What follows belongs to an exercise in optimizing a design on an open flow for small area, a short achievable clock period and few clock cycles; a production flow would make more cautious choices.
Only simulation tests tie the RTL to the original design; equivalence was not proved.
Power and IR drop assume default switching activity.

## adaptive_throughput_meter
module adaptive_throughput_meter #(
    parameter int HISTORY_SLOTS = 10
) (
    input  logic        i_clk,
    input  logic        i_rst_n,
    input  logic        i_in_valid,
    output logic        o_in_stall,
    input  logic [1:0]  i_kind,
    input  logic [15:0] i_byte_count,
    input  logic [9:0]  i_tick_ms,
    output logic        o_out_valid,
    input  logic        i_out_stall,
    output logic [31:0] o_speed,
    output logic        o_window_closed,
    output logic        o_averaged,
    input  logic        i_cfg_valid,
    output logic        o_cfg_ready,
    input  logic [atm_pkg::CFG_IW-1:0] i_cfg_index,
    input  logic [atm_pkg::CFG_DW-1:0] i_cfg_data
);
For scale: roughly 3500 cells after synthesis, about 320 flip-flops, about 90 I/O pins, ~0.030 sq mm of cells after synthesis.
clock: 8.5 ns
lec_check: 0
cap_margin: 20
core_margin: 2
core_utilization: 40
setup_slack_margin: 4.7
slew_margin: 20
run.sh (not shown) runs the stock make flow with config.mk's settings and CLKGATE_MAP_FILE= SYNTH_SCRIPT=/design/flow/synth_recipe.tcl, a recipe that flattens the netlist after the stock synthesis.
Testbench counts at the start, summed over its fixed seeds: cycles 29,492.
Edit:
--- a/flow/design.v
+++ b/flow/design.v
@@ -99,27 +99,24 @@
     logic [15:0]       r_elapsed;
     logic [31:0]       r_hmin;
     logic [31:0]       r_hmax;
     logic              r_mdiv;       
     logic              r_neg;        
     logic              r_qz;         
     logic [3:0]        r_cp;         
     logic [3:0]        r_cnt;        
     logic [15:0]       r_dvs;        
     logic [15:0]       r_rem;
     logic [31:0]       r_quo;
     logic              w_pop;
-    logic [4:0]        w_n0_p1;
-    logic [4:0]        w_n0_m1;
-    logic [4:0]        w_n1_p1;
     logic              w_pop_n0;
     logic              w_drained;
     logic              w_cip;
     logic              w_cls_fast;
     logic              w_cls_restart;
     logic              w_go_idle;
     logic              w_go_cip;
     logic [17:0]       w_ga;
     logic [17:0]       w_gb;
     logic [17:0]       w_gc;
     logic [17:0]       w_gs;
     logic [17:0]       w_gk;
@@ -179,27 +176,24 @@
         end
         msb64 = {z[0], p[0]};
     endfunction
     assign w_hc_z = (r_hc == 4'd0);
     assign w_in_val     = (i_kind == 2'd1) ? 16'(i_tick_ms) : i_byte_count;
     assign r_byte_count = r_val;
     assign r_tick_ms    = r_val[9:0];
     assign o_out_valid     = r_dv || r_c0 || (r_n0 != 5'd0);
     assign o_window_closed = !r_dv && r_c0;
     assign o_averaged      = !r_dv;
     assign o_speed         = r_dv ? r_quo : r_mean;
     assign w_pop           = o_out_valid && !i_out_stall;
-    assign w_n0_p1         = r_n0 + 5'd1;
-    assign w_n0_m1         = r_n0 - 5'd1;
-    assign w_n1_p1         = r_n1 + 5'd1;
     assign w_pop_n0        = w_pop && !r_dv && !r_c0;
     assign w_drained       = !r_dv && !r_c0 && (r_n0 == 5'd0);
     assign w_cip = r_cls && !r_idle;
     assign w_fin = r_fin && w_drained;
     always_comb begin
         w_el_sum  = {1'b0, r_elapsed} + 17'(r_tick_ms);
         w_el_new  = w_el_sum[16] ? 16'hFFFF : w_el_sum[15:0];
         w_by_sum  = {1'b0, r_bytes} + 33'(r_byte_count);
         w_by_new  = w_by_sum[32] ? 32'hFFFF_FFFF : w_by_sum[31:0];
         w_ga      = {2'b0, r_window};
         w_gb      = ~{2'b0, r_elapsed};
         w_gc      = ~{8'b0, r_tick_ms};
@@ -277,35 +271,29 @@
         end else begin
             r_iv  <= w_go ? (r_iv2 || w_take) : (r_iv || w_take);
             r_iv2 <= w_go ? 1'b0 : (r_iv2 || (w_take && r_iv));
             if (w_pop) begin
                 if (r_dv) begin
                     r_dv <= 1'b0;
                 end else if (r_c0) begin
                     r_c0 <= 1'b0;
                 end
             end
             if (w_fin) begin
                 r_c0 <= 1'b1;
-                r_n0 <= (w_go && !w_closing) ? w_n1_p1 : r_n1;
+                r_n0 <= r_n1 + 5'(w_go && !w_closing);
                 r_n1 <= '0;
             end else begin
-                if (w_go && r_idle && w_cls_fast && !w_pop_n0) begin
-                    r_n0 <= w_n0_p1;
-                end else if (w_pop_n0 && !(w_go && r_idle && w_cls_fast)) begin
-                    r_n0 <= w_n0_m1;
-                end
-                if (w_go && !r_idle) begin
-                    r_n1 <= w_n1_p1;
-                end
+                r_n0 <= r_n0 + 5'(w_go && r_idle && w_cls_fast) - 5'(w_pop_n0);
+                r_n1 <= r_n1 + 5'(w_go && !r_idle);
             end
             if (w_cfg_acc) begin
                 case (i_cfg_index)
                     CFG_DEPTH: begin
                         if (i_cfg_data[3:0] < 4'(HISTORY_SLOTS)) begin
                             r_depth <= i_cfg_data[3:0];
                             r_hc    <= '0;
                             r_mean  <= '0;
                         end
                     end
                     CFG_WINDOW: r_window <= i_cfg_data;
                     default: ;
After rerunning: Cell count is lower by 2.4%. Setup slack got worse by 0.044 ns. Clock power is higher by about 6%. Sequential share of layout area increases by 0.72 points. Global-route usage increases by 0.35 points. Combinational power falls by 18%. Wire length hardly moves. Design area shrinks by 3.1%. Non-clock buffer count came out lower by 62. Hold slack improves by 0.011 ns. Die area came out higher by 0.48%.
Testbench counts after the change, summed over its fixed seeds: cycles 29,492.

==> separate check: timing with driven ports <==
No port has a modelled driver above. Below, the same layouts with a new extraction and two added sets of constraints.
Step 1 (the two cells are an assumption about what drives the block):
set clk [get_ports {i_clk}]
set_driving_cell -lib_cell sky130_fd_sc_hd__clkbuf_16 $clk
set_driving_cell -lib_cell sky130_fd_sc_hd__buf_2 [delete_from_list [all_inputs] $clk]
Step 2 moves the port delays by t, midway between the first and last clock arrival at a register: inputs arrive t later, outputs are due t later. That takes back most of the time a late clock gives input paths.
Slacks: no drivers / after step 1 / after step 2; pairs: no drivers / after step 1.
run | shift t [ns] | setup slack, ns | worst hold slack (ns) | slew at the worst register clock pin (ns) | cell pins on the clock port's net
the first run | 0.630 | 4.469 / 4.469 / 4.250 | 0.479 / 0.479 / 0.479 | 0.06 / 0.06 | 1
the second run | 0.627 | 4.424 / 4.424 / 3.874 | 0.490 / 0.490 / 0.490 | 0.07 / 0.07 | 1
After both steps setup and hold are still met in every run listed. The setup slack of the second run, which loses most, moves by 0.000 ns with the drivers and by -0.550 ns with both steps.
